This is an optimization exercise on Yosys and OpenROAD, whose aim is small area and a short achievable clock period, not a production implementation.
No functional check of the RTL was part of any run shown here.
Power is estimated from default activity; no workload was simulated.

## flow/design.v

```verilog
`default_nettype none
package dma_iface_pkg;
   localparam int MEM_ADDR_BITS = 10;
   typedef logic [MEM_ADDR_BITS-1:0] mem_addr_t;
   typedef logic [31:0]              host_word_t;
   typedef logic [3:0]               byte_mask_t;
   typedef logic [1:0]               if_sel_t;
   typedef logic [3:0]               mem_sel_t;
   typedef logic [63:0]              dsc_word_t;
   localparam mem_sel_t MEM_CFG    = 4'd0;
   localparam mem_sel_t MEM_TX_DSC = 4'd1;
   localparam mem_addr_t CFG_TX_DSC_MASK  = 10'd0;
   localparam mem_addr_t CFG_RX_DSC_MASK  = 10'd1;
   localparam mem_addr_t CFG_RX_BYTE_WAIT = 10'd2;
   localparam mem_addr_t CFG_CONTROL      = 10'd3;
   localparam mem_addr_t CFG_PCIE_SIZES   = 10'd4;
   localparam host_word_t NO_DATA = 32'hdeadbeef;
   typedef struct packed {
      mem_addr_t  addr;
      host_word_t data;
      byte_mask_t mask;
      logic       en;
   } host_lane_t;
   typedef struct packed {
      if_sel_t    if_sel;
      mem_sel_t   mem_sel;
      host_lane_t hi;
      host_lane_t lo;
   } host_wr_t;
   typedef struct packed {
      if_sel_t   if_sel;
      mem_sel_t  mem_sel;
      mem_addr_t addr_hi;
      logic      en_hi;
      mem_addr_t addr_lo;
      logic      en_lo;
   } host_rd_t;
   typedef struct packed {
      host_word_t hi;
      host_word_t lo;
   } host_rd_data_t;
endpackage
`default_nettype wire
`default_nettype none
package dma_pcie_pkg;
   typedef logic [2:0] pcie_size_code_t;
   typedef logic [9:0] pcie_bytes_t;
   localparam pcie_size_code_t SIZE_32   = 3'd0;
   localparam pcie_size_code_t SIZE_64   = 3'd1;
   localparam pcie_size_code_t SIZE_128  = 3'd2;
   localparam pcie_size_code_t SIZE_256  = 3'd3;
   localparam pcie_size_code_t SIZE_512  = 3'd4;
   localparam pcie_size_code_t SIZE_1024 = 3'd5;
endpackage
`default_nettype wire
`timescale 1ns/100ps
`default_nettype none
module dma_iface_top (
   input  logic        pcie_clk,
   input  logic        rst_n,
   input  logic [1:0]  host_wr_if_sel,
   input  logic [3:0]  host_wr_mem_sel,
   input  logic [9:0]  host_wr_hi_addr,
   input  logic [31:0] host_wr_hi_data,
   input  logic [3:0]  host_wr_hi_mask,
   input  logic        host_wr_hi_en,
   input  logic [9:0]  host_wr_lo_addr,
   input  logic [31:0] host_wr_lo_data,
   input  logic [3:0]  host_wr_lo_mask,
   input  logic        host_wr_lo_en,
   input  logic [1:0]  host_rd_if_sel,
   input  logic [3:0]  host_rd_mem_sel,
   input  logic [9:0]  host_rd_addr_hi,
   input  logic        host_rd_en_hi,
   input  logic [9:0]  host_rd_addr_lo,
   input  logic        host_rd_en_lo,
   output logic [31:0] host_rd_data_hi,
   output logic [31:0] host_rd_data_lo,
   input  logic [2:0]  max_payload_size,
   input  logic [2:0]  max_read_req_size,
   output logic        iface_rdy,
   output logic [63:0] tx_dsc_mask,
   output logic [63:0] rx_dsc_mask,
   output logic [15:0] rx_byte_wait,
   input  logic [3:0]  dsc_rd_addr,
   input  logic        dsc_rd_en,
   output logic [63:0] dsc_rd_data,
   output logic        dsc_rd_valid,
   input  logic [3:0]  dsc_clr_addr,
   input  logic        dsc_clr_en
);
   localparam logic [31:0] NO_DATA = 32'hdeadbeef;
   logic [3:0] rst_cnt;
   logic       soft_reset;
   logic       restart;
   logic       rdy_o, rdy_w, rdy_c;
   assign restart = !rst_n || soft_reset;
   always_ff @(posedge pcie_clk) begin
      if (restart) begin
         rst_cnt <= 4'd0;
      end else if (!rdy_c) begin
         rst_cnt <= rst_cnt + 4'd1;
      end
   end
   always_ff @(posedge pcie_clk) begin
      rdy_o <= !restart && (rdy_o || rst_cnt == 4'hf);
      rdy_w <= !restart && (rdy_w || rst_cnt == 4'hf);
      rdy_c <= !restart && (rdy_c || rst_cnt == 4'hf);
   end
   assign iface_rdy = rdy_o;
   logic wr_ok, wr_cfg, wr_dsc, rd_cfg;
   assign wr_ok  = rdy_w && (host_wr_if_sel == 2'd0);
   assign wr_cfg = wr_ok && (host_wr_mem_sel == 4'd0);
   assign wr_dsc = wr_ok && (host_wr_mem_sel == 4'd1);
   assign rd_cfg = (host_rd_if_sel == 2'd0) && (host_rd_mem_sel == 4'd0);
   logic cfg_hi_en, cfg_lo_en;
   assign cfg_hi_en = wr_cfg && host_wr_hi_en;
   assign cfg_lo_en = wr_cfg && host_wr_lo_en;
   logic [31:0] hi_d, lo_d;
   logic [3:0]  tx_hi_ld, tx_lo_ld, rx_hi_ld, rx_lo_ld;
   logic [1:0]  wait_ld;
   assign hi_d = host_wr_hi_data & {32{rdy_c}};
   assign lo_d = host_wr_lo_data & {32{rdy_c}};
   logic [1:0] cfg_hi_hit, cfg_lo_hit;
   logic [3:0] cfg_hi_byte, cfg_lo_byte;
   assign cfg_hi_hit  = {host_wr_hi_addr == 10'd1, host_wr_hi_addr == 10'd0};
   assign cfg_lo_hit  = {host_wr_lo_addr == 10'd1, host_wr_lo_addr == 10'd0};
   assign cfg_hi_byte = host_wr_hi_mask & {4{cfg_hi_en}};
   assign cfg_lo_byte = host_wr_lo_mask & {4{cfg_lo_en}};
   iface_ao_array #(.NA(2), .NB(4)) u_cfg_hi_ld (
      .a (cfg_hi_hit), .b (cfg_hi_byte), .c (!rdy_c), .y ({rx_hi_ld, tx_hi_ld})
   );
   iface_ao_array #(.NA(2), .NB(4)) u_cfg_lo_ld (
      .a (cfg_lo_hit), .b (cfg_lo_byte), .c (!rdy_c), .y ({rx_lo_ld, tx_lo_ld})
   );
   iface_ao_array #(.NA(1), .NB(2)) u_wait_ld (
      .a (host_wr_lo_addr == 10'd2), .b (cfg_lo_byte[1:0]), .c (!rdy_c), .y (wait_ld)
   );
   always_ff @(posedge pcie_clk) begin
      for (int b = 0; b < 4; b++) begin
         if (tx_hi_ld[b]) tx_dsc_mask[32+8*b +: 8] <= hi_d[8*b +: 8];
         if (tx_lo_ld[b]) tx_dsc_mask[8*b +: 8]    <= lo_d[8*b +: 8];
         if (rx_hi_ld[b]) rx_dsc_mask[32+8*b +: 8] <= hi_d[8*b +: 8];
         if (rx_lo_ld[b]) rx_dsc_mask[8*b +: 8]    <= lo_d[8*b +: 8];
      end
      for (int b = 0; b < 2; b++)
         if (wait_ld[b]) rx_byte_wait[8*b +: 8] <= lo_d[8*b +: 8];
   end
   always_ff @(posedge pcie_clk) begin
      soft_reset <= cfg_lo_en && (host_wr_lo_addr == 10'd3) &&
                    host_wr_lo_data[0] && host_wr_lo_mask[0];
   end
   logic [2:0] mps_q, mrrs_q;
   always_ff @(posedge pcie_clk) begin
      mps_q  <= max_payload_size;
      mrrs_q <= max_read_req_size;
   end
   function automatic logic [9:0] size_bytes(input logic [2:0] code);
      logic [9:0] res;
      res = '0;
      for (int c = 0; c < 5; c++) res[5+c] = (code == 3'(c));
      size_bytes = res;
   endfunction
   logic [31:0] rd_word_hi, rd_word_lo;
   always_comb begin
      case (host_rd_addr_hi)
         10'd0:   rd_word_hi = tx_dsc_mask[63:32];
         10'd1:   rd_word_hi = rx_dsc_mask[63:32];
         10'd4:   rd_word_hi = {22'd0, size_bytes(mrrs_q)};
         default: rd_word_hi = 32'd0;
      endcase
      case (host_rd_addr_lo)
         10'd0:   rd_word_lo = tx_dsc_mask[31:0];
         10'd1:   rd_word_lo = rx_dsc_mask[31:0];
         10'd2:   rd_word_lo = {16'd0, rx_byte_wait};
         10'd4:   rd_word_lo = {22'd0, size_bytes(mps_q)};
         default: rd_word_lo = 32'd0;
      endcase
   end
   always_ff @(posedge pcie_clk) begin
      if (!rdy_c) begin
         host_rd_data_hi <= NO_DATA;
         host_rd_data_lo <= NO_DATA;
      end else begin
         if (host_rd_en_hi) host_rd_data_hi <= rd_cfg ? rd_word_hi : NO_DATA;
         if (host_rd_en_lo) host_rd_data_lo <= rd_cfg ? rd_word_lo : NO_DATA;
      end
   end
   logic [63:0] mem [16];
   logic [3:0]  hi_idx, lo_idx;
   logic        dsc_hi_en, dsc_lo_en;
   assign hi_idx    = host_wr_hi_addr[3:0];
   assign lo_idx    = host_wr_lo_addr[3:0];
   assign dsc_hi_en = wr_dsc && host_wr_hi_en;
   assign dsc_lo_en = wr_dsc && host_wr_lo_en;
   logic [15:0] hi_hit, lo_hit;
   logic [3:0]  hi_byte, lo_byte;
   logic [63:0] hi_we, lo_we;
   always_comb begin
      for (int e = 0; e < 16; e++) begin
         hi_hit[e] = (hi_idx == 4'(e));
         lo_hit[e] = (lo_idx == 4'(e));
      end
   end
   assign hi_byte = host_wr_hi_mask & {4{dsc_hi_en}};
   assign lo_byte = host_wr_lo_mask & {4{dsc_lo_en}};
   iface_and_array #(.NA(16), .NB(4)) u_hi_we (.a (hi_hit), .b (hi_byte), .y (hi_we));
   iface_and_array #(.NA(16), .NB(4)) u_lo_we (.a (lo_hit), .b (lo_byte), .y (lo_we));
   always_ff @(posedge pcie_clk) begin
      for (int e = 0; e < 16; e++) begin
         for (int b = 0; b < 4; b++) begin
            if (hi_we[4*e+b]) mem[e][32+8*b +: 8] <= host_wr_hi_data[8*b +: 8];
            if (lo_we[4*e+b]) mem[e][8*b +: 8]    <= host_wr_lo_data[8*b +: 8];
         end
      end
   end
   logic [15:0] rd_sel;
   logic [63:0] rd_next;
   always_comb begin
      for (int e = 0; e < 16; e++) rd_sel[e] = dsc_rd_en && (dsc_rd_addr == 4'(e));
      rd_next = dsc_rd_data & {64{!dsc_rd_en}};
      for (int e = 0; e < 16; e++) rd_next = rd_next | (mem[e] & {64{rd_sel[e]}});
   end
   always_ff @(posedge pcie_clk) begin
      dsc_rd_data <= rd_next;
   end
   logic [15:0] valid;
   always_ff @(posedge pcie_clk) begin
      if (!rdy_c) begin
         valid        <= '0;
         dsc_rd_valid <= 1'b0;
      end else begin
         for (int e = 0; e < 16; e++) begin
            if (dsc_hi_en && hi_hit[e])
               valid[e] <= 1'b1;
            else if (dsc_clr_en && dsc_clr_addr == 4'(e))
               valid[e] <= 1'b0;
         end
         if (dsc_rd_en) dsc_rd_valid <= valid[dsc_rd_addr];
      end
   end
endmodule
module iface_and_array #(
   parameter int NA = 16,
   parameter int NB = 4
) (
   input  logic [NA-1:0]    a,
   input  logic [NB-1:0]    b,
   output logic [NA*NB-1:0] y
);
   always_comb begin
      for (int i = 0; i < NA; i++)
         for (int j = 0; j < NB; j++)
            y[NB*i+j] = a[i] & b[j];
   end
endmodule
module iface_ao_array #(
   parameter int NA = 2,
   parameter int NB = 4
) (
   input  logic [NA-1:0]    a,
   input  logic [NB-1:0]    b,
   input  logic             c,
   output logic [NA*NB-1:0] y
);
   always_comb begin
      for (int i = 0; i < NA; i++)
         for (int j = 0; j < NB; j++)
            y[NB*i+j] = c | (a[i] & b[j]);
   end
endmodule
`default_nettype wire
```

## flow/flow/run.sh

```bash
#!/bin/bash
# standard synthesis, then the standard layout with plain buffers on the ports
set -euo pipefail
bash standard.sh synth > synth.log 2>&1
bash standard.sh "BUFFER_PORTS_ARGS=-buffer_cell sky130_fd_sc_hd__buf_2" finish > layout.log 2>&1
```

## flow/standard.sh

```bash
#!/bin/bash
# synth_recipe.tcl (not shown) runs the flow's synth.tcl, then flattens the netlist and writes it again
# the make line also repeats each setting of config.mk as NAME=value (left out here)
make -C /OpenROAD-flow-scripts/flow DESIGN_CONFIG=/design/flow/config.mk WORK_HOME=/design/flow/orfs CLKGATE_MAP_FILE= SYNTH_SCRIPT=/design/flow/synth_recipe.tcl "${@:-finish}"
```

## flow/config.mk

```make
export PLATFORM = sky130hd
export DESIGN_NAME = dma_iface_top
export DESIGN_NICKNAME = dma_iface_top
export VERILOG_FILES = /design/flow/design.v
export SDC_FILE = /design/flow/constraint.sdc
export NUM_CORES = 4
export LEC_CHECK = 0
export CAP_MARGIN = 20
export CORE_MARGIN = 2
export CORE_UTILIZATION = 40
export SETUP_SLACK_MARGIN = 1.9
export SLEW_MARGIN = 20
export SYNTH_HIERARCHICAL = 1
```

## flow/constraint.sdc

```tcl
create_clock -name core_clock -period 4.0 [get_ports {pcie_clk}]
set_input_delay 0.8000 -clock core_clock [delete_from_list [all_inputs] [get_ports {pcie_clk}]]
set_output_delay 0.8000 -clock core_clock [all_outputs]
set_load 0.01 [all_outputs]
```

==> out/qor.csv, run 1 <==
metric,value,unit
Bufs on Longest Clock Path,3,
initial antenna violation count,11,
synth cell count leaders,"edfxtp_1 (1168), a22oi_1 (396), and2_1 (209)",
post-synthesis cell count,3013,
R2R depth,6,
period utilization,0.596,
global route total overflow,0,
final net count,3741,
core box area,0.122,mm²
Initial Util,0.403,
TNS Setup,0,ns
maximum VDD drop,0.000404,V
RD Place Congestion,0.887,
Crit Path Category,flip-flop to flip-flop,
"Cell Area, Placed",0.0540,mm²
buffer type at the clock tree root,clkbuf_16,
critical path required time,4.43,ns
WL per Instance,29.8,µm
Iter 0 DRT Violations,4192,
Final min period,2.38,ns
count of cell types in the netlist,61,
TritonCTS Buffers,139,
first-pass GRT wire length,223000,µm
Post-Route Utilization,0.496,
final slew viol count,0,
CTS H-tree lvls,4,
layout cells sized above 1,0.307,
"Async S/R FF share, synth",0,
syn nets,3160,
outcome,timing/DRC/antenna clean,
synth warn,11,
RSZ-0062 raised after global routing,yes,
fmax,0.420,GHz
WHS Endpoint,mps_q[2],
Psw,6.25,mW
IO buf count,419,
Worst R2R Start,rdy_w,
switching portion of total power,0.213,
clock skew,0.0224,ns
Synth area leaders,"edfxtp_1 (71%), dfxtp_1 (6.5%), a22oi_1 (6.1%)",
CTS tree,built,
most frequent cell after synthesis,edfxtp_1,
Power Total,29.3,mW
GRT Util Overall,0.247,
#FFs+latches synth,1327,
clk sinks,1327,
Rel. slew slack,0.171,
Register-to-Register Setup Slack,1.62,ns
TritonRoute pass-1 iters,8,
"EDFF count, synth",1168,
synthesized area,0.0491,mm²
vias in the first global route,30300,
clock network power share,0.441,
Worst Hold Class,primary input to flip-flop,
post-route cell area,0.0603,mm²
Main synth FF type,edfxtp_1,
Max-cap violations,0,
pwr dens,486,mW/mm²
Die H,354,µm
CP arrival,2.81,ns
final setup fails,0,
total routed wirelength,159000,µm
Die W,354,µm
ANT nets after route,0,
Synth area leader,edfxtp_1,
Worst Tran Pin Value,1.23,ns
HPWL Detailed,102000,µm
Synth top area share,0.715,
Hold Crit Depth,1,
leakage,21.3,nW
largest net degree at the start of global routing,56,
Die ar.,0.126,mm²
reg-to-reg endpoint,mem[7][59],
"Area growth, synth to finish",22.9,%
Seq pwr share,0.520,
Inst Count DP,4954,
"Clk pin slew, worst setup/hold paths",0.06,ns
Final Hold Violating Endpoints,0,
Worst setup SP type,flip-flop,
cell-internal power,23.1,mW
maximum fanout along the worst path,16,
row count,128,
Vias/cell,5.82,
Skew-Pair Late Insertion Delay,0.74,ns
critical path capture point type,flip-flop,
Remaining DRCs,0,
vias,31000,
combinational share of power,0.039,
HP Start,max_payload_size[2],
Ports,420,
"Avg Cell Area, Syn",16.3,µm²
Finished Layout Cells,5334,
register area share after synthesis,0.779,
## routing by layer
metal / up-vias / part of all wire / global-route usage
met4: 6 / 0.031 / 0.0810
met5: - / 0.00019 / 0
met1: 15700 / 0.39 / 0.329
li1: 13200 / - / -
met2: 1831 / 0.48 / 0.404
met3: 282 / 0.099 / 0.0542
## sequential cells by signal, summed over array words and instances, names as in the netlist
name and flops:
dsc_rd_data 64, dsc_rd_valid 1, host_rd_data_hi 32, host_rd_data_lo 32
mem 1024, mps_q 3, mrrs_q 3, rdy_c 1
rdy_o 1, rdy_w 1, rst_cnt 4, rx_byte_wait 16
rx_dsc_mask 64, soft_reset 1, tx_dsc_mask 64, valid 16
## worst max path at each step
stage | start | end | slack, ns | depth (start not counted)
after floorplan | host_wr_if_sel[1] | mem[0][32] | 1.43 | 7
after global placement | host_wr_if_sel[1] | mem[6][22] | 0.33 | 7
after detailed placement | host_wr_if_sel[1] | mem[2][18] | 0.24 | 7
after CTS | rdy_w | mem[9][51] | 1.50 | 6
after global routing | rdy_w | mem[10][2] | 1.55 | 8
final | rdy_w | mem[7][59] | 1.62 | 6
## critical path, cell delays in order (launching register included)
cell and delay [ns]:
dfxtp_2 0.32, or4b_4 0.47, nor3_4 0.22, buf_6 0.21
and3_4 0.27, and2_4 0.27, and2_4 0.31
## per-stage QoR
stage | hold slack [ns] | setup WS (ns)
global route | 0.135 | 1.55
floorplan | 0.421 | 1.43
finish | 0.160 | 1.62
CTS | 0.117 | 1.50
detailed placement | 0.439 | 0.242
global placement | 0.428 | 0.329
## final cells by class
cell class,instances,area [µm²]
fill,10300,61400
clock inverter,61,659
tap,1625,2030
timing repair buffer,617,4280
multi-input combinational,1498,11100
antenna,3,7.51
inverter,11,41.3
sequential,1327,38300
clock buffer,192,3900
## logic make-up (layout without fill, tap and decap cells)
family / Yosys count / after routing / share of synthesized area
flops: 1327 / 1327 / 0.779
xor+xnor: 3 / 3 / 0.000535
other cells: 0 / 3 / 0
mux: 38 / 38 / 0.00907
simple gates: 812 / 816 / 0.0931
fa+ha+maj: 1 / 1 / 0.000255
compound gates: 640 / 640 / 0.0989
buf+inv: 192 / 881 / 0.0188
## cells in the final DEF (no fill, tap or decap), types with 19 or more instances in the layout
| cell | count |
|---|---|
| nor2_1 | 106 |
| a222oi_1 | 33 |
| dfxtp_2 | 30 |
| edfxtp_1 | 1168 |
| and3_1 | 125 |
| a21oi_1 | 36 |
| and2_1 | 65 |
| a221o_1 | 20 |
| nand4_1 | 49 |
| and4_1 | 25 |
| o21ai_1 | 19 |
| buf_6 | 42 |
| and2_4 | 144 |
| nand2_1 | 97 |
| nand3_1 | 63 |
| buf_4 | 162 |
| clkinv_1 | 19 |
| clkbuf_16 | 144 |
| dfxtp_1 | 117 |
| a22oi_1 | 391 |
| buf_2 | 376 |
| o21ai_0 | 32 |
| clkbuf_1 | 36 |
| mux2i_1 | 22 |
| buf_12 | 30 |
## power groups by stage
| stage | clock [mW] | combinational (mW) | sequential (mW) |
|---|---|---|---|
| 2_1_floorplan | 0 | 0.392 | 15.5 |
| 3_3_place_gp | 0 | 1.06 | 15.5 |
| 3_5_place_dp | 0 | 1.08 | 15.5 |
| 4_1_cts | 13.1 | 1.13 | 15.3 |
| 5_1_grt | 13.6 | 1.21 | 15.3 |
| 6_report | 12.9 | 1.14 | 15.3 |
## what timing repair did
item / CTS / global route
resized for setup: 201 / 48
cloned: 6 / 0
endpoints found under the setup margin: 1441 / 1396
hold buffers: 0 / 0
pin swaps: 40 / 15
setup buffers: 84 / 34
==> inputs of run 2 (changes only) <==
--- a/flow/design.v
+++ b/flow/design.v
@@ -116,35 +116,34 @@
    logic cfg_hi_en, cfg_lo_en;
    assign cfg_hi_en = wr_cfg && host_wr_hi_en;
    assign cfg_lo_en = wr_cfg && host_wr_lo_en;
-   logic [31:0] hi_d, lo_d;
-   logic [3:0]  tx_hi_ld, tx_lo_ld, rx_hi_ld, rx_lo_ld;
-   logic [1:0]  wait_ld;
-   assign hi_d = host_wr_hi_data & {32{rdy_c}};
-   assign lo_d = host_wr_lo_data & {32{rdy_c}};
-   logic [1:0] cfg_hi_hit, cfg_lo_hit;
-   logic [3:0] cfg_hi_byte, cfg_lo_byte;
-   assign cfg_hi_hit  = {host_wr_hi_addr == 10'd1, host_wr_hi_addr == 10'd0};
-   assign cfg_lo_hit  = {host_wr_lo_addr == 10'd1, host_wr_lo_addr == 10'd0};
-   assign cfg_hi_byte = host_wr_hi_mask & {4{cfg_hi_en}};
-   assign cfg_lo_byte = host_wr_lo_mask & {4{cfg_lo_en}};
-   iface_ao_array #(.NA(2), .NB(4)) u_cfg_hi_ld (
-      .a (cfg_hi_hit), .b (cfg_hi_byte), .c (!rdy_c), .y ({rx_hi_ld, tx_hi_ld})
-   );
-   iface_ao_array #(.NA(2), .NB(4)) u_cfg_lo_ld (
-      .a (cfg_lo_hit), .b (cfg_lo_byte), .c (!rdy_c), .y ({rx_lo_ld, tx_lo_ld})
-   );
-   iface_ao_array #(.NA(1), .NB(2)) u_wait_ld (
-      .a (host_wr_lo_addr == 10'd2), .b (cfg_lo_byte[1:0]), .c (!rdy_c), .y (wait_ld)
-   );
-   always_ff @(posedge pcie_clk) begin
+   function automatic logic [31:0] merge(input logic [31:0] old_word,
+                                         input logic [31:0] new_word,
+                                         input logic [3:0]  mask);
+      logic [31:0] res;
       for (int b = 0; b < 4; b++) begin
-         if (tx_hi_ld[b]) tx_dsc_mask[32+8*b +: 8] <= hi_d[8*b +: 8];
-         if (tx_lo_ld[b]) tx_dsc_mask[8*b +: 8]    <= lo_d[8*b +: 8];
-         if (rx_hi_ld[b]) rx_dsc_mask[32+8*b +: 8] <= hi_d[8*b +: 8];
-         if (rx_lo_ld[b]) rx_dsc_mask[8*b +: 8]    <= lo_d[8*b +: 8];
-      end
-      for (int b = 0; b < 2; b++)
-         if (wait_ld[b]) rx_byte_wait[8*b +: 8] <= lo_d[8*b +: 8];
+         res[8*b +: 8] = mask[b] ? new_word[8*b +: 8] : old_word[8*b +: 8];
+      end
+      merge = res;
+   endfunction
+   always_ff @(posedge pcie_clk) begin
+      if (!rdy_c) begin
+         tx_dsc_mask  <= '0;
+         rx_dsc_mask  <= '0;
+         rx_byte_wait <= '0;
+      end else begin
+         if (cfg_hi_en && host_wr_hi_addr == 10'd0)
+            tx_dsc_mask[63:32] <= merge(tx_dsc_mask[63:32], host_wr_hi_data, host_wr_hi_mask);
+         if (cfg_lo_en && host_wr_lo_addr == 10'd0)
+            tx_dsc_mask[31:0] <= merge(tx_dsc_mask[31:0], host_wr_lo_data, host_wr_lo_mask);
+         if (cfg_hi_en && host_wr_hi_addr == 10'd1)
+            rx_dsc_mask[63:32] <= merge(rx_dsc_mask[63:32], host_wr_hi_data, host_wr_hi_mask);
+         if (cfg_lo_en && host_wr_lo_addr == 10'd1)
+            rx_dsc_mask[31:0] <= merge(rx_dsc_mask[31:0], host_wr_lo_data, host_wr_lo_mask);
+         if (cfg_lo_en && host_wr_lo_addr == 10'd2) begin
+            if (host_wr_lo_mask[0]) rx_byte_wait[7:0]  <= host_wr_lo_data[7:0];
+            if (host_wr_lo_mask[1]) rx_byte_wait[15:8] <= host_wr_lo_data[15:8];
+         end
+      end
    end
    always_ff @(posedge pcie_clk) begin
       soft_reset <= cfg_lo_en && (host_wr_lo_addr == 10'd3) &&
@@ -193,19 +192,38 @@
    assign lo_idx    = host_wr_lo_addr[3:0];
    assign dsc_hi_en = wr_dsc && host_wr_hi_en;
    assign dsc_lo_en = wr_dsc && host_wr_lo_en;
-   logic [15:0] hi_hit, lo_hit;
-   logic [3:0]  hi_byte, lo_byte;
+   logic       sel_z;            
+   logic       hi_go_n, lo_go_n;
+   logic       hi_go, lo_go;
+   logic [3:0] hi_byte_n, lo_byte_n;
+   logic [3:0] hi_idx_n, lo_idx_n;
+   logic [15:0] hi_hit_n, lo_hit_n;
    logic [63:0] hi_we, lo_we;
-   always_comb begin
-      for (int e = 0; e < 16; e++) begin
-         hi_hit[e] = (hi_idx == 4'(e));
-         lo_hit[e] = (lo_idx == 4'(e));
-      end
-   end
-   assign hi_byte = host_wr_hi_mask & {4{dsc_hi_en}};
-   assign lo_byte = host_wr_lo_mask & {4{dsc_lo_en}};
-   iface_and_array #(.NA(16), .NB(4)) u_hi_we (.a (hi_hit), .b (hi_byte), .y (hi_we));
-   iface_and_array #(.NA(16), .NB(4)) u_lo_we (.a (lo_hit), .b (lo_byte), .y (lo_we));
+   iface_nor  #(.N(4)) u_sel_z (.a ({host_wr_if_sel, host_wr_mem_sel[3:2]}), .y (sel_z));
+   iface_nand #(.N(3)) u_hi_go_n (.a ({host_wr_mem_sel[0], host_wr_hi_en, rdy_w}), .y (hi_go_n));
+   iface_nand #(.N(3)) u_lo_go_n (.a ({host_wr_mem_sel[0], host_wr_lo_en, rdy_w}), .y (lo_go_n));
+   iface_nor  #(.N(2)) u_hi_go (.a ({hi_go_n, host_wr_mem_sel[1]}), .y (hi_go));
+   iface_nor  #(.N(2)) u_lo_go (.a ({lo_go_n, host_wr_mem_sel[1]}), .y (lo_go));
+   iface_nor  #(.N(1)) u_hi_idx_n [3:0] (.a (hi_idx), .y (hi_idx_n));
+   iface_nor  #(.N(1)) u_lo_idx_n [3:0] (.a (lo_idx), .y (lo_idx_n));
+   for (genvar b = 0; b < 4; b++) begin : g_byte
+      iface_nand #(.N(3)) u_hi (.a ({sel_z, hi_go, host_wr_hi_mask[b]}), .y (hi_byte_n[b]));
+      iface_nand #(.N(3)) u_lo (.a ({sel_z, lo_go, host_wr_lo_mask[b]}), .y (lo_byte_n[b]));
+   end
+   for (genvar e = 0; e < 16; e++) begin : g_entry
+      iface_nand #(.N(4)) u_hi_hit (
+         .a ({e[3] ? hi_idx[3] : hi_idx_n[3], e[2] ? hi_idx[2] : hi_idx_n[2],
+              e[1] ? hi_idx[1] : hi_idx_n[1], e[0] ? hi_idx[0] : hi_idx_n[0]}),
+         .y (hi_hit_n[e]));
+      iface_nand #(.N(4)) u_lo_hit (
+         .a ({e[3] ? lo_idx[3] : lo_idx_n[3], e[2] ? lo_idx[2] : lo_idx_n[2],
+              e[1] ? lo_idx[1] : lo_idx_n[1], e[0] ? lo_idx[0] : lo_idx_n[0]}),
+         .y (lo_hit_n[e]));
+      for (genvar b = 0; b < 4; b++) begin : g_we
+         iface_nor #(.N(2)) u_hi_we (.a ({hi_hit_n[e], hi_byte_n[b]}), .y (hi_we[4*e+b]));
+         iface_nor #(.N(2)) u_lo_we (.a ({lo_hit_n[e], lo_byte_n[b]}), .y (lo_we[4*e+b]));
+      end
+   end
    always_ff @(posedge pcie_clk) begin
       for (int e = 0; e < 16; e++) begin
          for (int b = 0; b < 4; b++) begin
@@ -231,7 +249,7 @@
          dsc_rd_valid <= 1'b0;
       end else begin
          for (int e = 0; e < 16; e++) begin
-            if (dsc_hi_en && hi_hit[e])
+            if (dsc_hi_en && hi_idx == 4'(e))
                valid[e] <= 1'b1;
             else if (dsc_clr_en && dsc_clr_addr == 4'(e))
                valid[e] <= 1'b0;
@@ -240,33 +258,20 @@
       end
    end
 endmodule
-module iface_and_array #(
-   parameter int NA = 16,
-   parameter int NB = 4
+module iface_nand #(
+   parameter int N = 2
 ) (
-   input  logic [NA-1:0]    a,
-   input  logic [NB-1:0]    b,
-   output logic [NA*NB-1:0] y
+   input  logic [N-1:0] a,
+   output logic         y
 );
-   always_comb begin
-      for (int i = 0; i < NA; i++)
-         for (int j = 0; j < NB; j++)
-            y[NB*i+j] = a[i] & b[j];
-   end
+   assign y = !(&a);
 endmodule
-module iface_ao_array #(
-   parameter int NA = 2,
-   parameter int NB = 4
+module iface_nor #(
+   parameter int N = 2
 ) (
-   input  logic [NA-1:0]    a,
-   input  logic [NB-1:0]    b,
-   input  logic             c,
-   output logic [NA*NB-1:0] y
+   input  logic [N-1:0] a,
+   output logic         y
 );
-   always_comb begin
-      for (int i = 0; i < NA; i++)
-         for (int j = 0; j < NB; j++)
-            y[NB*i+j] = c | (a[i] & b[j]);
-   end
+   assign y = !(|a);
 endmodule
 `default_nettype wire
==> run 2 against run 1 <==
Net effect:
- critical path depth stayed put
- global-route usage is 0.95 points higher
- total power fell by 1.7%
- clock power shrank 3%
- cell count increased by 6.9%
- maximum frequency rose by 14%
- setup slack improved by 0.30 ns
- largest cell class unchanged
==> out/qor.csv, run 2 <==
metric,value,unit,change
leakage,21.3,nW,about the same
Worst Hold Class,primary input to flip-flop,,
IO buf count,419,,unchanged
Psw,6.19,mW,-0.96%
Ports,420,,unchanged
clk sinks,1327,,unchanged
Synth area leaders,"edfxtp_1 (62%), dfxtp_1 (12%), a22oi_1 (5.1%)",,
layout cells sized above 1,0.292,,-0.0151
period utilization,0.520,,-0.0752
Final Hold Violating Endpoints,0,,unchanged
post-synthesis cell count,3353,,+11%
clock network power share,0.435,,-0.006
vias,33300,,+7.3%
clock skew,0.0260,ns,+0.00360 ns
Biggest register,mem,,
Vias/cell,5.84,,+0.31%
HPWL Detailed,107000,µm,+5.0%
maximum fanout along the worst path,16,,unchanged
largest net degree at the start of global routing,85,,+52%
final setup margin,1.92,ns,+0.301 ns
WL per Instance,29.2,µm,-2.2%
Crit Path Category,primary input to flip-flop,,
TNS Setup,0,ns,unchanged
Worst R2R Start,rdy_w,,
"commonest non-fill, non-tap cell in the layout",edfxtp_1,,
synthesized area,0.0495,mm²,+0.85%
most frequent cells in the layout,"edfxtp_1 (1024), buf_2 (373), a22oi_1 (321), buf_4 (241), nor2_1 (217)",,
final setup fails,0,,unchanged
combinational share of power,0.043,,+0.004
register area share after synthesis,0.744,,-0.0357
Die W,356,µm,+0.42%
Post-Route Utilization,0.494,,-0.00155
final slew viol count,0,,unchanged
Remaining DRCs,0,,unchanged
"EDFF count, synth",1024,,-12%
Register-to-Register Setup Slack,1.99,ns,+0.37 ns
CTS H-tree lvls,4,,unchanged
Initial Util,0.401,,-0.00185
Die H,356,µm,+0.42%
Max-cap violations,0,,unchanged
switching portion of total power,0.215,,+0.00162
first-pass GRT wire length,234000,µm,+4.8%
max reg flops,1024,,unchanged
row count,129,,+0.78%
reg-to-reg endpoint,mem[15][45],,
"Clk pin slew, worst setup/hold paths",0.07,ns,about the same
TritonCTS Buffers,132,,-5.0%
pwr dens,473,mW/mm²,-2.7%
count of cell types in the netlist,67,,+9.8%
buffer type at the clock tree root,clkbuf_16,,
Worst Tran Pin Value,1.11,ns,-0.127 ns
GRT Util Overall,0.257,,+0.00954
Die ar.,0.127,mm²,+0.84%
initial antenna violation count,17,,+6
global route total overflow,0,,unchanged
outcome,timing/DRC/antenna clean,,
fmax,0.480,GHz,+14%
maximum VDD drop,0.000411,V,+1.7%
cell-internal power,22.6,mW,-1.9%
CP arrival,2.67,ns,-0.14 ns
RD Place Congestion,0.883,,-0.38%
Seq pwr share,0.522,,+0.002
R2R depth,5,,-1
most frequent cell after synthesis,edfxtp_1,,
Rel. slew slack,0.258,,+0.0877
Worst setup SP type,primary input,,
synth cell count leaders,"edfxtp_1 (1024), a22oi_1 (333), dfxtp_1 (303)",,
pre-CTS setup slack,0.515,ns,+0.273 ns
CP startpoint,dsc_rd_addr[2],,
Final min period,2.08,ns,-0.301 ns
final net count,4100,,+9.6%
critical path capture point type,flip-flop,,
"Avg Cell Area, Syn",14.8,µm²,-9.4%
core box area,0.123,mm²,+1.3%
"Async S/R FF share, synth",0,,unchanged
ANT nets after route,0,,unchanged
Synth area leader,edfxtp_1,,
TritonRoute pass-1 iters,6,,-2
#FFs+latches synth,1327,,unchanged
Synth top area share,0.621,,-0.0934
CTS tree,built,,
total routed wirelength,166000,µm,+4.5%
vias in the first global route,31800,,+5.2%
crit path capture,dsc_rd_data[61],,
"Area growth, synth to finish",23.1,%,
critical path required time,4.59,ns,+0.16 ns
syn nets,3500,,+11%
RSZ-0062 raised after global routing,yes,,
Main synth FF type,edfxtp_1,,
Bufs on Longest Clock Path,3,,unchanged
Skew-Pair Late Insertion Delay,0.73,ns,about the same
Iter 0 DRT Violations,4436,,+5.8%
synth warn,8,,-3
run 2: changes by cell type after synthesis, sizes merged, moves of 21 or more:
cell,change
clkbuf,+37
a22oi,-63
nand4,+47
nor2b,+138
and2,-202
buf,-21
and3,+52
nor2,+121
a21oi,+44
mux2i,+126
dfxtp,+144
edfxtp,-144
nand2,+74
run 2: what timing repair did:
action,CTS,global route
cloned,5,1
endpoints found under the hold margin,0,0
setup endpoints to repair,963,346
pin swaps,16,2
setup buffers,38,4
gates resized for setup,204,68
hold buffers,0,0
run 2: worst min path at each step:
stage                    startpoint         endpoint  slack, ns  cells past startpoint
2_1_floorplan            mem[4][15]  dsc_rd_data[15]       0.42                      2
3_3_place_gp            mem[12][56]  dsc_rd_data[56]       0.42                      2
3_5_place_dp            mem[12][29]  dsc_rd_data[29]       0.43                      2
4_1_cts        max_read_req_size[1]        mrrs_q[1]       0.12                      1
5_1_grt        max_read_req_size[1]        mrrs_q[1]       0.13                      1
6_report        max_payload_size[0]         mps_q[0]       0.17                      1
run 2: cell type report:
type | instances | area (µm²)
fill | 10500 | 62400
multi-input combinational | 1824 | 13000
timing repair buffer | 658 | 4430
inverter | 10 | 37.5
clock buffer | 182 | 3730
clock inverter | 61 | 663
tap | 1637 | 2050
antenna | 4 | 10.0
sequential | 1327 | 37000
run 2: cells by family (layout without fill, tap and decap cells):
logic type | Yosys count | in the layout | synth area share
multiplexers | 164 | 164 | 0.0345
buffers and inverters | 207 | 911 | 0.0174
AO/OA/AOI/OAI | 622 | 622 | 0.0919
adder cells (fa/ha/maj) | 1 | 1 | 0.000253
other | 0 | 4 | 0
flip-flops | 1327 | 1327 | 0.744
XOR/XNOR | 3 | 3 | 0.000531
AND/OR/NAND/NOR | 1029 | 1034 | 0.112
run 2: layer usage:
metal | wire [µm] | track usage | part of all wire
met2 | 75800 | 0.397 | 0.46
met5 | 78 | 0 | 0.00047
met3 | 16500 | 0.0584 | 0.099
met1 | 69700 | 0.364 | 0.42
met4 | 4250 | 0.0705 | 0.026
run 2: power groups by stage:
stage | Combinational (mW) | Sequential, mW | Clock [mW]
3_5_place_dp | 1.17 | 15.3 | 0
3_3_place_gp | 1.16 | 15.3 | 0
6_report | 1.24 | 15.0 | 12.5
5_1_grt | 1.33 | 15.0 | 13.2
4_1_cts | 1.22 | 15.0 | 12.7
2_1_floorplan | 0.440 | 15.3 | 0
run 2: worst max-delay path, cell delays in order:
cell and delay [ns]:
buf_4 0.22, and2_2 0.43, and3_1 0.27, a2111oi_0 0.57, and3_1 0.26, nand4_1 0.09
run 2: stage by stage:
step | instance area [µm²] | instances | hold WS, ns | power, mW
after global routing | 60900 | 5703 | 0.133 | 29.6
final | 60900 | 5703 | 0.167 | 28.8
after floorplan | 50700 | 3353 | 0.421 | 15.8
after detailed placement | 55400 | 5408 | 0.431 | 16.5
after global placement | 55400 | 5408 | 0.425 | 16.5
after CTS | 60700 | 5694 | 0.123 | 29.0
==> inputs of run 3 (changes only) <==
--- a/flow/config.mk
+++ b/flow/config.mk
@@ -8,6 +8,8 @@
 export CAP_MARGIN = 20
 export CORE_MARGIN = 2
 export CORE_UTILIZATION = 40
+export CTS_CLUSTER_DIAMETER = 60
+export CTS_CLUSTER_SIZE = 24
 export SETUP_SLACK_MARGIN = 1.9
 export SLEW_MARGIN = 20
 export SYNTH_HIERARCHICAL = 1
==> run 3 against run 2 <==
Net effect:
- die area unchanged
- sequential share of layout area increased by 1.7 points
- sequential cell count unchanged
- synthesized area stayed put
- synthesized cell count stayed put
- first-iteration DRC count down 12%
- non-clock buffer count fell by 4
- wire length is 0.93% lower
- still clean
- clock power fell by 26%
- largest cell class unchanged
- utilization is 1.6 points lower
==> out/qor.csv, run 3 <==
metric,value,unit,change
post-synthesis cell count,3353,,unchanged
Bufs on Longest Clock Path,3,,unchanged
TNS Setup,0,ns,unchanged
row count,129,,unchanged
CTS H-tree lvls,3,,-1
most frequent cell after synthesis,edfxtp_1,,
layout cells sized above 1,0.252,,-0.0399
fmax,0.474,GHz,-1.4%
Biggest register,mem,,
Final Hold Violating Endpoints,0,,unchanged
Synth area leaders,"edfxtp_1 (62%), dfxtp_1 (12%), a22oi_1 (5.1%)",,
"Avg Cell Area, Syn",14.8,µm²,unchanged
buffer type at the clock tree root,clkbuf_16,,
final setup margin,1.89,ns,-0.0290 ns
maximum VDD drop,0.000343,V,-16%
Worst Hold Class,primary input to flip-flop,,
CP arrival,2.43,ns,-0.24 ns
critical path capture point type,flip-flop,,
ANT nets after route,0,,unchanged
Die W,356,µm,unchanged
"Cell Area, Placed",0.0554,mm²,unchanged
Power Total,25.4,mW,-12%
Initial Util,0.401,,unchanged
post-route cell area,0.0590,mm²,-3.2%
Synth top area share,0.621,,unchanged
#FFs+latches synth,1327,,unchanged
clock skew,0.0264,ns,+0.000428 ns
Ports,420,,unchanged
syn nets,3500,,unchanged
CTS tree,built,,
critical path required time,4.32,ns,-0.27 ns
"Async S/R FF share, synth",0,,unchanged
count of cell types in the netlist,67,,unchanged
total routed wirelength,165000,µm,-0.93%
WL per Instance,29.4,µm,+0.77%
"Clk pin slew, worst setup/hold paths",0.08,ns,about the same
pwr dens,431,mW/mm²,-8.8%
Final min period,2.11,ns,+0.0290 ns
"EDFF count, synth",1024,,unchanged
HPWL Detailed,107000,µm,unchanged
Main synth FF type,edfxtp_1,,
Post-CTS Hold Buffers,0,,unchanged
most frequent cells in the layout,"edfxtp_1 (1024), buf_2 (412), a22oi_1 (322), dfxtp_1 (274), nor2_1 (217)",,
vias in the first global route,31100,,-2.2%
Max-cap violations,0,,unchanged
period utilization,0.528,,+0.00725
largest net degree at the start of global routing,85,,unchanged
global route total overflow,0,,unchanged
Die H,356,µm,unchanged
IO buf count,419,,unchanged
Worst setup SP type,primary input,,
Skew-Pair Late Insertion Delay,0.68,ns,-0.05 ns
synthesized area,0.0495,mm²,unchanged
Iter 0 DRT Violations,3910,,-12%
final slew viol count,0,,unchanged
synth warn,8,,unchanged
"Area growth, synth to finish",19.1,%,
first-pass GRT wire length,231000,µm,-0.99%
clk sinks,1327,,unchanged
WHS,0.230,ns,+0.0629 ns
"commonest non-fill, non-tap cell in the layout",edfxtp_1,,
Synth area leader,edfxtp_1,,
maximum fanout along the worst path,15,,-1
outcome,timing/DRC/antenna clean,,
RD Place Congestion,0.883,,unchanged
vias,32800,,-1.3%
Rel. slew slack,0.184,,-0.0741
Remaining DRCs,0,,unchanged
register area share after synthesis,0.744,,unchanged
leakage,20.4,nW,-4.4%
synth cell count leaders,"edfxtp_1 (1024), a22oi_1 (333), dfxtp_1 (303)",,
Vias/cell,5.86,,+0.34%
TritonRoute pass-1 iters,8,,+2
final setup fails,0,,unchanged
Worst Tran Pin Value,1.22,ns,+0.111 ns
max reg flops,1024,,unchanged
core box area,0.123,mm²,unchanged
Die ar.,0.127,mm²,unchanged
initial antenna violation count,17,,unchanged
Crit Path Category,primary input to flip-flop,,
GRT Util Overall,0.254,,-0.00281
TritonCTS Buffers,80,,-39%
pre-CTS setup slack,0.515,ns,unchanged
RSZ-0062 raised after global routing,yes,,
final net count,4044,,-1.4%
[run 3: cell counts after synthesis]
No cell type changed its count.
[run 3: cells by family after synthesis]
logic type               count (synthesis)  synth area share
multiplexers                           164            0.0345
buffers and inverters                  207            0.0174
XOR/XNOR                                 3          0.000531
AO/OA/AOI/OAI                          622            0.0919
flip-flops                            1327             0.744
adder cells (fa/ha/maj)                  1          0.000253
AND/OR/NAND/NOR                       1029             0.112
[run 3: path summary, 6_finish.rpt]
check,startpoint,to,slack (ns),cells past startpoint
max,host_wr_lo_addr[0],mem[10][10],1.89,4
min,max_read_req_size[0],mrrs_q[0],0.23,1
max reg2reg,rdy_w,mem[8][26],2.01,6
min reg2reg,host_rd_data_hi[24],host_rd_data_hi[24],0.45,2
[run 3: worst max-delay path, cell delays in order]
cell and delay [ns]:
buf_2 0.23, inv_1 0.24, nand4_1 0.57, nor2_4 0.57
[run 3: report_power, final]
group | internal (mW) | switching, mW | leakage (nW) | total, mW
combinational | 0.394 | 0.832 | 7.42 | 1.23
clock | 4.29 | 4.91 | 1.31 | 9.20
sequential | 14.9 | 0.0956 | 11.7 | 15.0
[run 3: cell type report]
class,count,area [µm²]
fillers,10700,64400
flip-flops and latches,1327,36900
multi-input cells,1824,13000
repair buffers,654,4280
clock buffers,103,2180
well taps,1637,2050
clock inverters,45,562
inverters,10,37.5
diodes,7,17.5
[run 3: what timing repair did]
item                       in CTS  in global routing
setup buffers                  34                  4
gates cloned                    6                  0
pin swaps                      15                  2
resized for setup              79                 27
setup endpoints to repair    1055                208
[run 3: per-layer routing]
layer	GRT usage	routed length [µm]
met3	0.0536	16300
met1	0.364	69400
met5	0	79
met4	0.0602	4080
met2	0.396	74900
[run 3: stage by stage]
step / instances / utilization
floorplan: 3353 / -
global placement: 5408 / 0.449
detailed placement: 5408 / 0.449
CTS: 5596 / 0.477
global route: 5604 / 0.478
finish: 5607 / 0.478
==> inputs of run 4 (changes only) <==
--- a/flow/config.mk
+++ b/flow/config.mk
@@ -10,6 +10,6 @@
 export CORE_UTILIZATION = 40
 export CTS_CLUSTER_DIAMETER = 60
 export CTS_CLUSTER_SIZE = 24
-export SETUP_SLACK_MARGIN = 1.9
+export SETUP_SLACK_MARGIN = 2.1
 export SLEW_MARGIN = 20
 export SYNTH_HIERARCHICAL = 1
==> run 4 against run 3 <==
Net effect:
- still clean
- sequential power barely moved
- synthesized cell count stayed put
- cell count grew 4.2%
- maximum frequency is 3.9% higher
- global-route usage rose by 1.1 points
- clock skew is 0.0096 ns higher
- cell area rose by 9.2%
- count of clock-buffer cells in the layout fell by 2
- critical path type is now flip-flop to output port
- critical endpoint is now dsc_rd_data[51]
- largest cell class unchanged
==> out/qor.csv, run 4 <==
metric,value,unit,change
outcome,timing/DRC/antenna clean,,
Initial Util,0.401,,unchanged
HPWL Detailed,106000,µm,-0.28%
"Clk pin slew, worst setup/hold paths",0.09,ns,about the same
Power Total,26.9,mW,+5.9%
most frequent cell after synthesis,edfxtp_1,,
post-synthesis cell count,3353,,unchanged
Biggest register,mem,,
CP arrival,1.23,ns,-1.20 ns
synthesized area,0.0495,mm²,unchanged
final slew viol count,0,,unchanged
"Slowest-stage cell, CP",dfxtp_4,,
Die ar.,0.127,mm²,unchanged
"Avg Cell Area, Syn",14.8,µm²,unchanged
Inst Count DP,5426,,+0.33%
Max-cap violations,0,,unchanged
period utilization,0.508,,-0.0197
Synth Area in Compound Gates,0.0919,,unchanged
Worst Tran Pin Value,1.00,ns,-0.214 ns
"Area growth, synth to finish",30.1,%,
Buffers & Inverters on Critical Path,1,,-1
largest net degree at the start of global routing,93,,+9.4%
crit-path max cell delay,0.41,ns,-0.16 ns
core box area,0.123,mm²,unchanged
IO buf count,419,,unchanged
Crit Path Category,flip-flop to output port,,
most frequent cells in the layout,"edfxtp_1 (1024), buf_4 (351), buf_6 (309), a22oi_1 (302), nor2_1 (219)",,
Crit path max-delay family,flip-flops,,
maximum VDD drop,0.000430,V,+25%
reg-to-reg endpoint,tx_dsc_mask[13],,
first-pass GRT wire length,242000,µm,+4.7%
Synth area leader,edfxtp_1,,
layout cells sized above 1,0.366,,+0.114
largest family of logic cells by synthesized area,simple AND/OR/NAND/NOR gates,,
filler cell count,10200,,-5.0%
Rel. slew slack,0.330,,+0.146
maximum fanout along the worst path,2,,-13
initial antenna violation count,14,,-3
final net count,4271,,+5.6%
crit path cell chain,buf_6,,
TNS Setup,0,ns,unchanged
Die W,356,µm,unchanged
CTS tree,built,,
vias in the first global route,32800,,+5.4%
vias,34400,,+4.8%
Final min period,2.03,ns,-0.0789 ns
R2R depth,7,,+1
count of cell types in the netlist,67,,unchanged
WL per Instance,29.9,µm,+1.6%
pwr dens,418,mW/mm²,-3.0%
CP startpoint,dsc_rd_data[51],,
synth warn,8,,unchanged
row count,129,,unchanged
Main synth FF type,edfxtp_1,,
Synth top area share,0.621,,unchanged
Worst Hold Class,primary input to flip-flop,,
post-synthesis simple-gate area fraction,0.112,,unchanged
critical path capture point type,output port,,
CTS H-tree lvls,3,,unchanged
Remaining DRCs,0,,unchanged
global route total overflow,0,,unchanged
RD Place Congestion,0.853,,-3.4%
Register-to-Register Setup Slack,2.11,ns,+0.10 ns
Die H,356,µm,unchanged
GRT Util Overall,0.265,,+0.0110
Ports,420,,unchanged
Finished Layout Cells,5841,,+4.2%
critical path required time,3.20,ns,-1.12 ns
TritonRoute pass-1 iters,8,,unchanged
Worst R2R Start,rdy_w,,
max reg flops,1024,,unchanged
"EDFF count, synth",1024,,unchanged
total routed wirelength,174000,µm,+5.8%
clock skew,0.0360,ns,+0.00959 ns
fmax,0.492,GHz,+3.9%
crit path capture,dsc_rd_data[51],,
Synth Area in XOR/XNOR,0.000531,,unchanged
"Async S/R FF share, synth",0,,unchanged
#FFs+latches synth,1327,,unchanged
Vias/cell,5.89,,+0.62%
Worst setup SP type,flip-flop,,
Final Hold Violating Endpoints,0,,unchanged
ANT nets after route,0,,unchanged
clk sinks,1327,,unchanged
Synth Area in Adders,0.000253,,unchanged
leakage,22.6,nW,+11%
Synth area leaders,"edfxtp_1 (62%), dfxtp_1 (12%), a22oi_1 (5.1%)",,
synth cell count leaders,"edfxtp_1 (1024), a22oi_1 (333), dfxtp_1 (303)",,
register area share after synthesis,0.744,,unchanged
Iter 0 DRT Violations,4428,,+13%
buffer type at the clock tree root,clkbuf_16,,
final setup fails,0,,unchanged
Bufs on Longest Clock Path,3,,unchanged
mux cell area share after synthesis,0.0345,,unchanged
cell count along the critical path,1,,-3
syn nets,3500,,unchanged
Skew-Pair Late Insertion Delay,0.72,ns,+0.04 ns
RSZ-0062 raised after global routing,yes,,
"commonest non-fill, non-tap cell in the layout",edfxtp_1,,
TritonCTS Buffers,90,,+13%
-- run 4: cell counts after synthesis --
Identical to the previous run, type by type.
-- run 4: layout make-up --
class	count	area, µm²	area share
sequential	1327	37300	0.579
multi-input combinational	1825	13300	0.206
timing repair buffer	870	8360	0.130
clock buffer	101	2380	0.0369
tap	1637	2050	0.0318
clock inverter	68	972	0.0151
inverter	10	37.5	0.000583
antenna	3	7.51	0.000117
-- run 4: repair_timing --
action | 4_1_cts | 5_1_grt
cloned | 14 | 7
pin swaps | 26 | 45
hold buffers | 0 | 0
setup endpoints to repair | 1555 | 635
resized for setup | 745 | 110
buffers inserted | 167 | 55
-- run 4: worst min-delay path by stage --
| stage | to | from | depth (start not counted) | slack [ns] |
|---|---|---|---|---|
| floorplan | dsc_rd_data[24] | mem[12][24] | 2 | 0.42 |
| global placement | dsc_rd_data[46] | mem[15][46] | 2 | 0.43 |
| detailed placement | dsc_rd_data[7] | mem[4][7] | 2 | 0.43 |
| CTS | mps_q[1] | max_payload_size[1] | 1 | 0.16 |
| global route | mps_q[0] | max_payload_size[0] | 1 | 0.18 |
| finish | mps_q[1] | max_payload_size[1] | 1 | 0.19 |
-- run 4: kinds of logic after synthesis --
family                     Yosys count
AOI/OAI and AO/OA                  622
xor gates and xnor gates             3
adders and majority gates            1
buffers and inverters              207
DFF                               1327
muxes                              164
and+or+nand+nor                   1029
-- run 4: report_power, final --
part | leakage, nW | total (mW) | internal [mW] | switching [mW]
registers | 11.8 | 15.0 | 14.9 | 0.115
clock network | 1.62 | 10.5 | 5.15 | 5.34
logic | 9.21 | 1.44 | 0.576 | 0.860
total | 22.6 | 26.9 | 20.6 | 6.32
-- run 4: layer usage --
metal,vias up,wire length (µm),global-route usage
met5,-,57,0
met4,10,4110,0.0678
met3,244,18500,0.0484
met2,2051,80400,0.417
met1,17500,71300,0.379
li1,14700,-,-
-- run 4: per-stage QoR --
stage / cell area [µm²] / util / setup slack, ns / hold slack [ns]
final: 64400 / 0.522 / 1.97 / 0.195
after global routing: 64400 / 0.522 / 1.95 / 0.183
after CTS: 63300 / 0.513 / 1.94 / 0.160
after detailed placement: 55700 / 0.452 / 0.741 / 0.434
after global placement: 55700 / 0.452 / 0.749 / 0.426
after floorplan: 51000 / - / 1.53 / 0.421
==> inputs of run 5 (changes only) <==
--- a/flow/config.mk
+++ b/flow/config.mk
@@ -7,9 +7,10 @@
 export LEC_CHECK = 0
 export CAP_MARGIN = 20
 export CORE_MARGIN = 2
-export CORE_UTILIZATION = 40
+export CORE_UTILIZATION = 50
 export CTS_CLUSTER_DIAMETER = 60
 export CTS_CLUSTER_SIZE = 24
-export SETUP_SLACK_MARGIN = 2.1
+export PLACE_DENSITY = 0.65
+export SETUP_SLACK_MARGIN = 1.9
 export SLEW_MARGIN = 20
 export SYNTH_HIERARCHICAL = 1
==> run 5 against run 4 <==
Net effect:
- still clean on timing, DRC and antenna
- register-to-register slack worse by 0.18 ns
- clock skew down 0.014 ns
- clock power down 14%
- setup slack worse by 0.047 ns
- total power down 6.6%
- hold slack better by 0.044 ns
- cell count down 10%
- largest power group unchanged
- highest routed layer unchanged
==> out/qor.csv, run 5 <==
metric,value,unit,change
outcome,timing/DRC/antenna clean,,
leakage,20.3,nW,-9.9%
Synth Area in Adders,0.000253,,unchanged
max reg flops,1024,,unchanged
RSZ-0062 raised after global routing,yes,,
crit path cell chain,buf_4 > nor2_4 > buf_4 > and3_1 > a2111oi_0 > and3_1 > nand4_1,,
R2R depth,5,,-2
CTS tree,built,,
Vias/cell,6.27,,+6.4%
CTS H-tree lvls,3,,unchanged
Worst setup SP type,primary input,,
TritonRoute pass-1 iters,6,,-2
Biggest register,mem,,
synthesized area,0.0495,mm²,unchanged
first-pass GRT wire length,224000,µm,-7.4%
Synth Area in XOR/XNOR,0.000531,,unchanged
most frequent cells in the layout,"edfxtp_1 (1024), buf_2 (414), a22oi_1 (323), dfxtp_1 (284), nor2_1 (223)",,
Iter 0 DRT Violations,4397,,-0.70%
TritonCTS Buffers,78,,-13%
global route total overflow,0,,unchanged
vias,32900,,-4.5%
buffer type at the clock tree root,clkbuf_16,,
core box area,0.0983,mm²,-20%
largest family of logic cells by synthesized area,simple AND/OR/NAND/NOR gates,,
register area share after synthesis,0.744,,unchanged
GR Layer Usage met1,0.446,,+0.0669
Crit Path Category,primary input to flip-flop,,
synth warn,8,,unchanged
ANT nets after route,0,,unchanged
maximum VDD drop,0.000325,V,-24%
met3 Track Usage GR,0.0590,,+0.0106
Synth Area in Compound Gates,0.0919,,unchanged
"Clk pin slew, worst setup/hold paths",0.09,ns,about the same
Skew-Pair Late Insertion Delay,0.67,ns,-0.05 ns
layout cells sized above 1,0.246,,-0.119
fmax,0.481,GHz,-2.3%
CP arrival,2.61,ns,+1.38 ns
Synth area leaders,"edfxtp_1 (62%), dfxtp_1 (12%), a22oi_1 (5.1%)",,
vias in the first global route,31300,,-4.8%
count of cell types in the netlist,67,,unchanged
met2 usage,0.470,,+0.0528
"EDFF count, synth",1024,,unchanged
crit-path max cell delay,0.59,ns,+0.18 ns
Worst Hold Class,primary input to flip-flop,,
"Slowest-stage cell, CP",a2111oi_0,,
clock skew,0.0216,ns,-0.0144 ns
Worst R2R Start,rdy_w,,
Synth top area share,0.621,,unchanged
total routed wirelength,156000,µm,-11%
Final Hold Violating Endpoints,0,,unchanged
most frequent cell after synthesis,edfxtp_1,,
final net count,4040,,-5.4%
Max-cap violations,0,,unchanged
RD Place Congestion,0.878,,+2.9%
pwr dens,432,mW/mm²,+3.3%
row count,115,,-11%
post-synthesis simple-gate area fraction,0.112,,unchanged
IO buf count,419,,unchanged
#FFs+latches synth,1327,,unchanged
Initial Util,0.504,,+0.102
Ports,420,,unchanged
HP Start,max_read_req_size[2],,
Hold Crit Depth,1,,unchanged
clk sinks,1327,,unchanged
initial antenna violation count,8,,-6
WHS Endpoint,mrrs_q[2],,
Rel. slew slack,0.246,,-0.0838
Final min period,2.08,ns,+0.0469 ns
Worst Tran Pin Value,1.13,ns,+0.127 ns
layer with the highest usage,met2,,
synth cell count leaders,"edfxtp_1 (1024), a22oi_1 (333), dfxtp_1 (303)",,
GRT Util Overall,0.304,,+0.0390
critical path capture point type,flip-flop,,
Die H,319,µm,-10%
Die ar.,0.102,mm²,-20%
Synth area leader,edfxtp_1,,
period utilization,0.520,,+0.0117
"Async S/R FF share, synth",0,,unchanged
TNS Setup,0,ns,unchanged
Main synth FF type,edfxtp_1,,
HPWL Detailed,98900,µm,-6.9%
mux cell area share after synthesis,0.0345,,unchanged
post-synthesis cell count,3353,,unchanged
largest net degree at the start of global routing,113,,+22%
final slew viol count,0,,unchanged
reg-to-reg endpoint,mem[10][8],,
WHS,0.238,ns,+0.0437 ns
maximum fanout along the worst path,25,,+23
final setup fails,0,,unchanged
"Avg Cell Area, Syn",14.8,µm²,unchanged
Bufs on Longest Clock Path,3,,unchanged
WL per Instance,29.7,µm,-0.36%
syn nets,3500,,unchanged
Die W,319,µm,-10%
Remaining DRCs,0,,unchanged
"commonest non-fill, non-tap cell in the layout",edfxtp_1,,
Post-CTS Hold Buffers,0,,unchanged
"Area growth, synth to finish",17.7,%,
Register-to-Register Setup Slack,1.93,ns,-0.18 ns
critical path required time,4.53,ns,+1.33 ns
## run 5: cell counts after synthesis
No cell type changed its count.
## run 5: per-stage QoR
stage	cells	cell area, µm²	setup WS, ns	util	power [mW]
after floorplan	3353	50700	1.53	-	15.8
after global placement	5064	55000	0.796	0.559	16.4
after detailed placement	5064	55000	0.737	0.559	16.4
after CTS	5237	58200	1.82	0.592	25.2
after global routing	5241	58300	1.78	0.593	25.8
final	5244	58300	1.92	0.593	25.2
## run 5: cell type report
type | instances | area, µm²
Inverter | 10 | 37.5
Tap cell | 1287 | 1610
Multi-Input combinational cell | 1822 | 12900
Fill cell | 7515 | 40000
Clock inverter | 43 | 503
Antenna cell | 5 | 12.5
Sequential cell | 1327 | 36800
Clock buffer | 96 | 2120
Timing Repair Buffer | 654 | 4200
## run 5: per-layer routing
metal,up-vias,wire (µm)
met2,1990,71500
met5,-,24
li1,14100,-
met1,16600,62800
met3,179,18500
met4,4,3170
## run 5: cells by family (layout without fill, tap and decap cells)
kind of cell    count (synthesis)  after routing
mux                           164            164
other cells                     0              5
flops                        1327           1327
simple gates                 1029           1032
compound gates                622            622
fa+ha+maj                       1              1
xor+xnor                        3              3
buf+inv                       207            803
## run 5: how the worst max path moves through the flow
stage	startpoint	endpoint	slack (ns)	depth (start not counted)
final	dsc_rd_addr[2]	dsc_rd_data[46]	1.92	7
after global routing	host_rd_addr_hi[5]	host_rd_data_hi[10]	1.78	6
after detailed placement	dsc_rd_addr[1]	dsc_rd_data[12]	0.74	7
after floorplan	host_wr_mem_sel[3]	mem[0][0]	1.53	3
after global placement	dsc_rd_addr[1]	dsc_rd_data[12]	0.80	7
after CTS	rdy_w	tx_dsc_mask[55]	1.82	5
## run 5: repair_timing
item                       CTS  global route
gates resized for setup     68            19
setup endpoints to repair  486           287
cloned                       4             0
buffers inserted            30             2
pin swaps                   15             4
## run 5: worst max-delay path: cells and delay by family
family | cells | cell delay [ns]
buffers and inverters | 2 | 0.50
AOI/OAI and AO/OA | 1 | 0.59
and+or+nand+nor | 4 | 0.69
## run 5: power breakdown
part           switching, mW  internal, mW  leakage, nW
clock                   4.76          4.23         1.28
combinational          0.785         0.386         7.38
sequential             0.102          14.9         11.7
total                   5.65          19.5         20.3

[separate check: timing with driven ports]
No port has a modelled driver above. Below, the same layouts with a new extraction and two added sets of constraints. Step 1 assumes that a clkbuf_16 drives the clock port and a buf_2 every other input. Step 2 also shifts input and output timing later by t, the mid clock arrival at the registers, as if the neighbouring blocks saw the same clock. Three values: ideal, step 1, step 2; two values: the first two.
run	shift t [ns]	setup WS [ns]	hold slack, ns	slew at the worst register clock pin (ns)	worst slew at a driven data input, ns
run 1	0.806	1.617 / 1.617 / 0.827	0.160 / 0.120 / 0.448	0.07 / 0.07	0.25
run 2	0.782	1.918 / 1.857 / 1.076	0.167 / 0.125 / 0.443	0.07 / 0.07	0.15
run 3	0.728	1.889 / 1.803 / 1.075	0.230 / 0.186 / 0.453	0.10 / 0.10	0.19
run 4	0.764	1.968 / 1.838 / 1.073	0.195 / 0.145 / 0.459	0.10 / 0.10	0.38
run 5	0.734	1.921 / 1.850 / 1.196	0.238 / 0.189 / 0.448	0.10 / 0.10	0.09
After both steps every run listed still meets setup and hold. For run 4, which loses most, drivers alone change the setup slack by -0.130 ns; drivers and shift together by -0.895 ns.
